From an optimization exercise on the open Yosys and OpenROAD flow, aimed at small area; shortcuts taken in it are not production practice. No functional check of the RTL was part of this run. Power is estimated from default activity; no workload was simulated.

===== flow/run.sh =====
#!/bin/bash
# synth_recipe.tcl (not shown) runs the flow's synth.tcl, then flattens the netlist and writes it again
# the make line also repeats each setting of config.mk as NAME=value (left out here)
make -C /OpenROAD-flow-scripts/flow DESIGN_CONFIG=/design/flow/config.mk WORK_HOME=/design/flow/orfs CLKGATE_MAP_FILE= SYNTH_SCRIPT=/design/flow/synth_recipe.tcl finish

===== flow/config.mk =====
export PLATFORM = sky130hd
export DESIGN_NAME = wr_rx_streamer_deframer
export DESIGN_NICKNAME = wr_rx_streamer_deframer
export VERILOG_FILES = /design/flow/design.v
export SDC_FILE = /design/flow/constraint.sdc
export NUM_CORES = 4
export LEC_CHECK = 0
export CAP_MARGIN = 20
export CORE_MARGIN = 2
export CORE_UTILIZATION = 30
export SLEW_MARGIN = 20

===== flow/constraint.sdc =====
create_clock -name core_clock -period 10.0 [get_ports {clk_sys}]
set_input_delay 2.0000 -clock core_clock [delete_from_list [all_inputs] [get_ports {clk_sys}]]
set_output_delay 2.0000 -clock core_clock [all_outputs]
set_load 0.01 [all_outputs]

===== flow/design.v =====
module wr_rx_streamer_deframer #(
  parameter int unsigned FIFO_DEPTH = 64,
  parameter logic [15:0] MAGIC      = 16'h5752
) (
  input  logic        clk_sys,
  input  logic        rst,
  input  logic [15:0] snk_data,
  input  logic        snk_valid,
  input  logic        snk_sof,
  input  logic        snk_eof,
  input  logic        snk_error,
  output logic        snk_stall,
  output logic [31:0] rx_data,
  output logic        rx_valid,
  input  logic        rx_dreq,
  output logic        rx_first,
  output logic        rx_last,
  output logic        rx_lost,
  output logic        rx_error,
  output logic [31:0] cnt_frames,
  output logic [15:0] cnt_bad,
  output logic [15:0] cnt_lost
);
  localparam int unsigned AW = $clog2(FIFO_DEPTH);
  localparam logic [AW:0] StallLevel = (AW + 1)'(FIFO_DEPTH - 2);
  typedef enum logic [2:0] {StIdle, StHdrSeq, StPayHi, StPayLo, StDiscard} state_e;
  state_e        state_q, state_d;
  logic [35:0]   mem_q [FIFO_DEPTH];
  logic [AW-1:0] wr_ptr_q, rd_ptr_q;
  logic [AW:0]   count_q;
  logic [15:0]   hi_q, hi_d, expected_q, expected_d;
  logic [31:0]   pend_q, pend_d;
  logic          pend_valid_q, pend_valid_d;
  logic          lost_pend_q, lost_pend_d;
  logic          first_frame_q, first_frame_d;
  logic          started_q, started_d;
  logic          accept, pop, eval_magic, frame_inc, lost_inc;
  logic [1:0]    n_push, bad_inc;
  logic [31:0]   s0_data, s1_data;
  logic          s0_last, s0_err;
  logic [35:0]   s0_entry, s1_entry, head;
  logic [16:0]   bad_sum;
  assign rx_valid  = (count_q != '0);
  assign snk_stall = (count_q >= StallLevel);
  assign accept    = snk_valid && !snk_stall;
  assign pop       = rx_valid && rx_dreq;
  always_comb begin
    state_d       = state_q;
    hi_d          = hi_q;
    expected_d    = expected_q;
    pend_d        = pend_q;
    pend_valid_d  = pend_valid_q;
    lost_pend_d   = lost_pend_q;
    first_frame_d = first_frame_q;
    eval_magic    = 1'b0;
    frame_inc     = 1'b0;
    lost_inc      = 1'b0;
    bad_inc       = 2'd0;
    n_push        = 2'd0;
    s0_data       = pend_q;
    s0_last       = 1'b0;
    s0_err        = 1'b0;
    s1_data       = {hi_q, snk_data};
    if (accept) begin
      unique case (state_q)
        StIdle:    eval_magic = snk_sof;
        StDiscard: if (snk_eof) state_d = StIdle;
        default: begin
          if (snk_error || snk_sof) begin
            if (pend_valid_q) begin
              s0_last = 1'b1;
              s0_err  = 1'b1;
              n_push  = 2'd1;
            end
            pend_valid_d = 1'b0;
            bad_inc      = 2'd1;
            if (snk_error) state_d = snk_eof ? StIdle : StDiscard;
            else           eval_magic = 1'b1;
          end else if (state_q == StHdrSeq) begin
            if (!first_frame_q && snk_data != expected_q) begin
              lost_pend_d = 1'b1;
              lost_inc    = 1'b1;
            end
            expected_d    = snk_data + 16'd1;
            first_frame_d = 1'b0;
            if (snk_eof) begin
              frame_inc = 1'b1;
              state_d   = StIdle;
            end else begin
              state_d = StPayHi;
            end
          end else if (state_q == StPayHi) begin
            hi_d = snk_data;
            if (snk_eof) begin
              if (pend_valid_q) begin
                s0_last = 1'b1;
                s0_err  = 1'b1;
                n_push  = 2'd1;
              end
              pend_valid_d = 1'b0;
              bad_inc      = 2'd1;
              state_d      = StIdle;
            end else begin
              state_d = StPayLo;
            end
          end else begin
            if (pend_valid_q) n_push = 2'd1;
            if (snk_eof) begin
              if (pend_valid_q) begin
                n_push = 2'd2;
              end else begin
                s0_data = {hi_q, snk_data};
                s0_last = 1'b1;
                n_push  = 2'd1;
              end
              pend_valid_d = 1'b0;
              frame_inc    = 1'b1;
              state_d      = StIdle;
            end else begin
              pend_d       = {hi_q, snk_data};
              pend_valid_d = 1'b1;
              state_d      = StPayHi;
            end
          end
        end
      endcase
    end
    started_d = started_q | (n_push != 2'd0);
    if (n_push != 2'd0 && !started_q) lost_pend_d = 1'b0;
    if (eval_magic) begin
      if (snk_data == MAGIC && !snk_eof) begin
        state_d   = StHdrSeq;
        started_d = 1'b0;
      end else begin
        bad_inc = bad_inc + 2'd1;
        state_d = snk_eof ? StIdle : StDiscard;
      end
    end
  end
  assign s0_entry = {s0_err, lost_pend_q & ~started_q, s0_last, ~started_q, s0_data};
  assign s1_entry = {1'b0, 1'b0, 1'b1, 1'b0, s1_data};
  assign bad_sum  = {1'b0, cnt_bad} + 17'(bad_inc);
  always_ff @(posedge clk_sys) begin
    if (rst) begin
      state_q       <= StIdle;
      wr_ptr_q      <= '0;
      rd_ptr_q      <= '0;
      count_q       <= '0;
      hi_q          <= '0;
      expected_q    <= '0;
      pend_q        <= '0;
      pend_valid_q  <= 1'b0;
      lost_pend_q   <= 1'b0;
      first_frame_q <= 1'b1;
      started_q     <= 1'b0;
      cnt_frames    <= '0;
      cnt_bad       <= '0;
      cnt_lost      <= '0;
    end else begin
      state_q       <= state_d;
      wr_ptr_q      <= wr_ptr_q + AW'(n_push);
      rd_ptr_q      <= rd_ptr_q + AW'(pop);
      count_q       <= count_q + (AW + 1)'(n_push) - (AW + 1)'(pop);
      hi_q          <= hi_d;
      expected_q    <= expected_d;
      pend_q        <= pend_d;
      pend_valid_q  <= pend_valid_d;
      lost_pend_q   <= lost_pend_d;
      first_frame_q <= first_frame_d;
      started_q     <= started_d;
      cnt_frames    <= cnt_frames + 32'(frame_inc);
      cnt_bad       <= bad_sum[16] ? 16'hFFFF : bad_sum[15:0];
      if (lost_inc && cnt_lost != 16'hFFFF) cnt_lost <= cnt_lost + 16'd1;
    end
  end
  always_ff @(posedge clk_sys) begin
    if (n_push != 2'd0) mem_q[wr_ptr_q] <= s0_entry;
    if (n_push == 2'd2) mem_q[wr_ptr_q + AW'(1)] <= s1_entry;
  end
  assign head = rx_valid ? mem_q[rd_ptr_q] : '0;
  assign {rx_error, rx_lost, rx_last, rx_first, rx_data} = head;
endmodule

==> flow_metrics.tcl <==
set metrics [dict create \
    cts_buffers 277 \
    hold_path.class "flip-flop to flip-flop" \
    crit_buf_inv 3 \
    outcome "no timing/DRC/antenna violations" \
    synthDistinctLibCells 88 \
    drive_above_1_share 0.184 \
    layout_min_cycle_time_ns 7.69 \
    core_area_um2 395000 \
    fin_tns_setup_ns 0 \
    crit_slowest_cell "dfxtp_4" \
    path_class "flip-flop to primary output" \
    root_buffer "clkbuf_16" \
    dieArea_um2 402000 \
    yosysTopAreaCell "edfxtp_1" \
    p_leak_nw 36.5 \
    synth-async-reset-ratio 0 \
    max_slew_margin 0.133 \
    crit_required_ns 8.00 \
    synth_nets 8824 \
    route.detailed.drc 0 \
    clock_skew_ns 0.0888 \
    timing.rr.start "wr_ptr_q[2]" \
    r2r_end "mem_q[2][10]" \
    postSynthCellCount 8769 \
    die_y_um 634 \
    io_pins 125 \
    end_kind "primary output" \
    synth_edf_count 2048 \
    cp_top_family "buffers and inverters" \
    min_period_over_period 0.769 \
    synth_top_area_frac 0.517 \
    worstPathArrival_ns 5.69 \
    grt_max_degree 99 \
    p_per_area_nw_per_um2 177 \
    num_vias 88100 \
    syn_to_final_growth_pct 13.8 \
    syn_area_per_cell_um2 13.6 \
    dieWidth_um 634 \
    critPathMaxStageDelay_ns 0.95 \
    grt_overflow 0 \
    cts_hold_buf 0 \
    yosys-top-cells-area "edfxtp_1, o2bb2ai_1, mux4_2" \
    syn_area_um2 119000 \
    timing.critical_path.fanout_max 44 \
    htree_levels 5 \
    ff2ff_path_depth 8 \
    drt_wl_total_um 483000 \
    cp-startpoint "rd_ptr_q[1]" \
    max_slew.worst_pin.slew_ns 1.30 \
    start_util 0.301 \
    antenna_found_initial 35 \
    gp_congestion 0.976 \
    setup_viol 0 \
    ir_drop_mv 0.144 \
    crit_chain "buf_4 > buf_4 > mux4_2 > mux2i_1 > o21ai_1 > a22o_1 > clkdlybuf4s50_1" \
    slew_viol_final 0 \
    clk_pin_slew_ns 0.06 \
    whs_path_depth 2 \
    p_total_mw 24.0 \
    crit_top_cell "buf_4" \
    layout_commonest_cell "edfxtp_1" \
    place.port_buffers 124 \
    ys_seq_area_frac 0.586 \
    crit_path_end "rx_data[22]" \
    maxCapViolations 0 \
    dp_hpwl_um 294000 \
    finalHoldViolCount 0 \
    grt_use_total 0.232 \
    nFillCells 38000 \
    clk_path_buf_depth 4 \
    grt_pass1_wl_um 669000 \
    cts_tree "built" \
    cts_setup_buffers 0 \
    max_freq_mhz 130 \
    yosysWarnings 1 \
    grt_pass1_vias 85300 \
    layout.nets 8433 \
    via_per_inst 6.36 \
    most-common-layout-cells "edfxtp_1, o2bb2ai_1, mux4_2" \
    cts_sinks 2458 \
    start_kind "flip-flop" \
    path_depth 7 \
    cts_resized 0 \
    r2r_setup_slack_ns 4.51 \
    ys.flop_type "edfxtp_1" \
    rsz0062_at_grt "no" \
    insertion_delay_ns 0.91 \
    wl_per_cell_um 34.9 \
    ys_ff_latch 2458 \
    fp-row-count 231 \
    ant_nets 0 \
    drt_pass1_iterations 7 \
    drt_iter0_markers 14400 \
]
==> registers in the layout, indices dropped and copies added (netlist names) <==
| name | count |
|---|---|
| mem_q | 2304 |
| cnt_frames | 32 |
| pend_q | 32 |
| cnt_bad | 16 |
| cnt_lost | 16 |
| expected_q | 16 |
| hi_q | 16 |
| count_q | 7 |
| rd_ptr_q | 6 |
| wr_ptr_q | 6 |
| state_q | 3 |
| first_frame_q | 1 |
| lost_pend_q | 1 |
| pend_valid_q | 1 |
| started_q | 1 |
==> metrics by stage <==
step,hold WS [ns],cell area [um^2],setup WS [ns],utilization,std cells
finish,0.450,135000,2.31,0.343,13800
floorplan,0.422,119000,3.71,-,8769
CTS,0.452,135000,2.38,0.342,13800
global route,0.473,135000,2.42,0.343,13800
detailed placement,0.443,127000,3.25,0.320,13300
global placement,0.435,126000,3.17,0.320,13300
==> worst min-delay path by stage <==
stage / start / end / slack, ns
2_1_floorplan: mem_q[21][32] / mem_q[21][32] / 0.42
3_3_place_gp: mem_q[21][32] / mem_q[21][32] / 0.44
3_5_place_dp: mem_q[21][32] / mem_q[21][32] / 0.44
4_1_cts: mem_q[21][32] / mem_q[21][32] / 0.45
5_1_grt: mem_q[38][33] / mem_q[38][33] / 0.47
6_report: mem_q[21][32] / mem_q[21][32] / 0.45
==> worst register-to-register path, delay by kind of cell, from the launching register on <==
| kind | cells | cell delay, ns |
|---|---|---|
| buffers and inverters | 2 | 0.85 |
| DFF | 1 | 0.86 |
| and+or+nand+nor | 4 | 2.50 |
| AOI/OAI and AO/OA | 1 | 0.71 |
| muxes | 1 | 0.21 |
==> final cells by class <==
type / instances / area (um^2) / area share
Tap cell: 5242 / 6560 / 0.0484
Timing Repair Buffer: 533 / 4630 / 0.0342
Antenna cell: 13 / 32.5 / 0.000240
Sequential cell: 2458 / 69800 / 0.515
Clock inverter: 121 / 1130 / 0.00836
Multi-Input combinational cell: 5040 / 45600 / 0.336
Inverter: 68 / 263 / 0.00194
Clock buffer: 367 / 7500 / 0.0553
==> kinds of logic (layout without fill, tap and decap cells) <==
kind of cell    after synthesis  in the layout  synth area share
compound gates             2937           2937             0.194
fa+ha+maj                    33             33           0.00364
flops                      2458           2458             0.586
other cells                   0             13                 0
xor+xnor                     84             84           0.00618
mux                         861            861             0.123
simple gates               1125           1125            0.0423
buf+inv                    1271           1089            0.0450
==> cells in the mapped netlist (16+ instances only) <==
cell / instances
edfxtp_1: 2048
o2bb2ai_1: 1486
clkbuf_1: 786
mux4_2: 483
nand2_1: 477
dfxtp_1: 410
nor2_1: 360
mux2i_1: 353
o22ai_1: 344
buf_2: 337
o21ai_0: 217
a21oi_1: 176
o32ai_1: 121
a22oi_1: 95
o21ai_1: 76
a211oi_1: 74
o221ai_1: 68
inv_1: 65
a211o_1: 53
buf_1: 53
nand3_1: 52
xnor2_1: 47
o211ai_1: 43
xor2_1: 37
nor3_1: 34
a22o_1: 30
a221oi_1: 29
ha_1: 29
and3_1: 26
mux2_2: 25
a2111oi_0: 24
a31oi_1: 23
nand4_1: 19
o211ai_4: 19
nand2b_1: 18
nor2b_1: 18
a21o_1: 16
or3_1: 16
==> where the power goes <==
| part | internal, mW | switching (mW) | leakage (nW) |
|---|---|---|---|
| Combinational | 1.05 | 1.90 | 12.9 |
| Clock | 5.69 | 4.33 | 4.20 |
| Sequential | 11.0 | 0.0634 | 19.3 |
==> layer usage <==
layer  up-vias  wire, um  global-route usage
met4        36     34800               0.140
met2      6997    207000               0.343
met3      1385     70900              0.0821
met5         -       263                   0
met1     44900    169000               0.291
li1      34800         -                   -

## re-timing with driven ports
Ports are ideal in the flow. The routed layout listed here was re-timed in OpenROAD. Step 1, drivers: a clkbuf_16 drives clk_sys and a buf_2 each remaining input, both assumed. Step 2 also shifts input and output timing later by t, the mid clock arrival at the registers, as if the neighbouring blocks saw the same clock. a / b / c = ideal ports / drivers / drivers and shift; a / b = the first two.
t, ns: 0.961
setup WS [ns]: 2.308 / 2.211 / 3.052
clock arrival spread, ns: 0.100 / 0.100
worst register clock-pin slew, ns: 0.06 / 0.06
worst slew at a driven data input, ns: 0.08
After both steps setup and hold are still met in this run. The setup slack of this run moves by -0.097 ns with the drivers and by +0.744 ns with both steps.
